Context: an optimization exercise on an open-source flow, tuned for a short achievable clock period and few clock cycles per item. The choices shown serve that exercise and are no tape-out recipe.
No driver is modelled on the clock port, so clock power and skew are understated where the tree is cut down; a real chip needs a root buffer or a tree.

==> flow/design.v (excerpt) <==
module axi_wr_slave (
    input  wire logic                  clk,
    input  wire logic                  rst_n,
    input  wire axi_wr_pkg::aw_cmd_t   aw,
    input  wire logic                  aw_valid,
    output logic                       aw_ready,
    input  wire axi_wr_pkg::w_beat_t   w,
    input  wire logic                  w_valid,
    output logic                       w_ready,
    output axi_wr_pkg::b_resp_t        b,
    output logic                       b_valid,
    input  wire logic                  b_ready,
    output axi_wr_pkg::mem_wr_t        mem,
    output logic                       mem_we,
    input  wire logic                  mem_ready
);
    axi_wr_pkg::aw_cmd_t           aw_head;
    axi_wr_pkg::w_beat_t           w_head;
    axi_wr_pkg::w_beat_t           w_head2;
    logic [axi_wr_pkg::W_DEPTH-1:0] w_occ;
    logic                          aw_nempty;
    logic                          aw_pop;
    logic                          w_pop;
    logic                          can_start;
    logic                          start;
    logic                          resp_push;
    logic                          resp_size_err;
    logic [axi_wr_pkg::ID_W-1:0]   resp_id;
    sync_fifo #(
        .WIDTH (axi_wr_pkg::AW_W),
        .DEPTH (axi_wr_pkg::AW_DEPTH)
    ) u_aw_fifo (
        .clk    (clk),
        .rst_n  (rst_n),
        .push   (aw_valid && aw_ready),
        .din    (aw),
        .ready  (aw_ready),
        .pop    (aw_pop),
        .dout   (aw_head),
        .nempty (aw_nempty)
    );
    peek_fifo #(
        .WIDTH (axi_wr_pkg::W_W),
        .DEPTH (axi_wr_pkg::W_DEPTH)
    ) u_w_fifo (
        .clk    (clk),
        .rst_n  (rst_n),
        .push   (w_valid && w_ready),
        .din    (w),
        .ready  (w_ready),
        .pop    (w_pop),
        .head   (w_head),
        .head2  (w_head2),
        .occ    (w_occ)
    );
    burst_engine u_burst_engine (
        .clk           (clk),
        .rst_n         (rst_n),
  ...
Size in the first run: roughly 1500 cells after synthesis, about 530 flip-flops, ~0.021 mm^2 of cells after synthesis.
Settings: LEC_CHECK=0, ABC_CLOCK_PERIOD_IN_PS=1800, CAP_MARGIN=20, CORE_MARGIN=2, CORE_UTILIZATION=55, GPL_TIMING_DRIVEN=1, PLACE_DENSITY=0.55, SETUP_SLACK_MARGIN=3.6, SLEW_MARGIN=20; clock period 5.5 ns.
standard.sh (not shown) runs the stock make flow with config.mk's settings and CLKGATE_MAP_FILE= SYNTH_SCRIPT=/design/flow/synth_recipe.tcl, a recipe that flattens the netlist after the stock synthesis.
==> flow/flow/run.sh <==
#!/bin/bash
# Standard synthesis and layout with three changes:
# - the clock tree: the clock port feeds four first-level clock buffers,
#   each feeding a share of 24 leaf buffers placed at the centres of
#   flip-flop clusters, so every flip-flop sees two clock buffers
#   (balanced, lower insertion delay than the stock H-tree);
# - sizing may change a cell's footprint (MATCH_CELL_FOOTPRINT=0);
# - port buffering and timing repair do not use delay cells (nodly.tcl).
# Each step's full output goes to a log of its own here.
set -euo pipefail
here=$(pwd)
nd="$here/flow/nodly.tcl"
hooks=(MATCH_CELL_FOOTPRINT=0 PRE_FLOORPLAN_TCL="$nd" PRE_GLOBAL_PLACE_TCL="$nd"
       PRE_RESIZE_TCL="$nd" PRE_REPAIR_TIMING_POST_PLACE_TCL="$nd" PRE_DETAIL_PLACE_TCL="$nd"
       PRE_GLOBAL_ROUTE_TCL="$nd" PRE_DETAIL_ROUTE_TCL="$nd")
bash standard.sh synth > "$here/log_1_synth.log" 2>&1
bash standard.sh "${hooks[@]}" floorplan place > "$here/log_2_place.log" 2>&1
bash standard.sh "${hooks[@]}" PRE_CTS_TCL="$here/flow/cts_tree.tcl" cts > "$here/log_3_cts.log" 2>&1
bash standard.sh "${hooks[@]}" finish > "$here/log_4_finish.log" 2>&1
Other scripts of this flow, unchanged in this note and not shown: flow/flow/cts_tree.tcl, flow/flow/nodly.tcl, flow/flow/outfix.tcl
The starting point passed the timing, DRC and antenna checks.
Change:
--- a/flow/design.v
+++ b/flow/design.v
@@ -246,19 +246,16 @@
     axi_wr_pkg::mem_wr_t               mem_cur;
     axi_wr_pkg::mem_wr_t               mem_next;
     logic                              mem_we_q;
     logic                              write;
     logic                              pres_q;
     logic                              we_nxt;
     logic                              desc_pop;
     logic                              fire;
-    logic                              fire_q;
-    logic [axi_wr_pkg::ID_W-1:0]       pid_q;
-    logic                              pserr_q;
     logic                              gen;
     logic                              load;
     logic [PB-1:0]                     filled;
     logic [PB-1:0]                     stepped;
     logic [PB-1:0]                     ones_below;
     logic [7:0]                        size_bit;
     logic                              next_carry;
     logic                              load_carry;
@@ -332,48 +329,42 @@
         .occ    (desc_occ)
     );
     assign write    = pres_q && mem_ready;
     assign beat_pop = write && beat_occ[0];
     assign desc_pop = write && desc_occ[0];
     assign fire     = desc_pop && desc.last;
     assign mem           = mem_q;
     assign mem_we        = mem_we_q;
-    assign resp_push     = fire_q;
-    assign resp_size_err = pserr_q;
-    assign resp_id       = pid_q;
+    assign resp_push     = fire;
+    assign resp_size_err = desc.serr;
+    assign resp_id       = desc.id;
     always_comb begin
         mem_cur.id    = desc.id;
         mem_cur.addr  = desc.addr;
         mem_cur.data  = beat.data;
         mem_cur.strb  = beat.strb;
         mem_cur.last  = beat.last;
         mem_next.id   = desc2.id;
         mem_next.addr = desc2.addr;
         mem_next.data = beat2.data;
         mem_next.strb = beat2.strb;
         mem_next.last = beat2.last;
     end
     always_ff @(posedge clk or negedge rst_n) begin
         if (!rst_n) begin
             mem_we_q <= 1'b0;
-            fire_q   <= 1'b0;
         end else begin
             mem_we_q <= we_nxt;
-            fire_q   <= fire;
         end
     end
     assign we_nxt = write ? (desc_occ[1] && beat_occ[1]) : (desc_occ[0] && beat_occ[0]);
     always_ff @(posedge clk) begin
         pres_q <= we_nxt;
         mem_q  <= write ? mem_next : mem_cur;
-        if (fire) begin
-            pid_q   <= desc.id;
-            pserr_q <= desc.serr;
-        end
     end
 endmodule
 `default_nettype wire
 `timescale 1ns/1ps
 `default_nettype none
 module wresp_gen (
     input  wire logic                        clk,
     input  wire logic                        rst_n,
@@ -390,16 +381,18 @@
     axi_wr_pkg::b_resp_t         new_resp;
     axi_wr_pkg::b_resp_t         q_head;
     axi_wr_pkg::b_resp_t         q_head2;
     logic [axi_wr_pkg::B_DEPTH-1:0] q_occ;
     axi_wr_pkg::b_resp_t         b_q;
     logic                        b_valid_q;
     logic                        bv_q;
     logic                        bv_nxt;
+    axi_wr_pkg::b_resp_t         b_at0;
+    axi_wr_pkg::b_resp_t         b_at1;
     logic                        b_pop;
     logic [CAP-1:0]              out_q;
     always_comb begin
         new_resp.id   = id;
         new_resp.resp = size_err ? axi_wr_pkg::SLVERR : axi_wr_pkg::OKAY;
     end
     assign b         = b_q;
     assign b_valid   = b_valid_q;
@@ -427,20 +420,22 @@
             b_valid_q <= bv_nxt;
             case ({start, b_pop})
                 2'b10:   out_q <= {out_q[CAP-2:0], 1'b1};
                 2'b01:   out_q <= {1'b0, out_q[CAP-1:1]};
                 default: out_q <= out_q;
             endcase
         end
     end
-    assign bv_nxt = b_pop ? q_occ[1] : q_occ[0];
+    assign bv_nxt = b_pop ? (q_occ[1] || push) : (q_occ[0] || push);
+    assign b_at0  = q_occ[0] ? q_head : new_resp;
+    assign b_at1  = q_occ[1] ? q_head2 : new_resp;
     always_ff @(posedge clk) begin
         bv_q <= bv_nxt;
-        b_q  <= b_pop ? q_head2 : q_head;
+        b_q  <= b_pop ? b_at1 : b_at0;
     end
 endmodule
 `default_nettype wire
 `timescale 1ns/1ps
 `default_nettype none
 module axi_wr_slave (
     input  wire logic                  clk,
     input  wire logic                  rst_n,
What happened: Die area goes down by 0.43%; wire length goes up by 6.5%; via count goes up by 3.1%; core utilization goes up by 1.9 points; worst hold slack improved by 0.0075 ns.
No functional check of the RTL was part of any run of this note. In every run of this note, the design's own scripts or RTL, not TritonCTS, make the clock network.

-- what the ideal ports hide --
Ports are ideal in the flow. The routed layouts listed here were re-timed in OpenROAD. Step 1, drivers: a clkbuf_16 drives clk and a buf_2 each remaining input, both assumed. Step 2 times the ports against the registers' clock, not the clock port: input delays grow and output delays shrink by t, the midpoint of the rising clock arrivals with the driver on. a / b / c = ideal / step 1 / step 2; a / b = the first two.
run	shift t [ns]	setup slack, ns	hold slack, ns	latest minus earliest clock arrival (ns)	worst register clock-pin slew, ns
the first run	0.469	2.675 / 2.675 / 2.675	0.458 / 0.458 / 0.458	0.059 / 0.059	0.10 / 0.10
the second run	0.462	2.420 / 2.420 / 2.420	0.465 / 0.465 / 0.465	0.039 / 0.039	0.10 / 0.10
After both steps setup and hold are still met in every run listed.
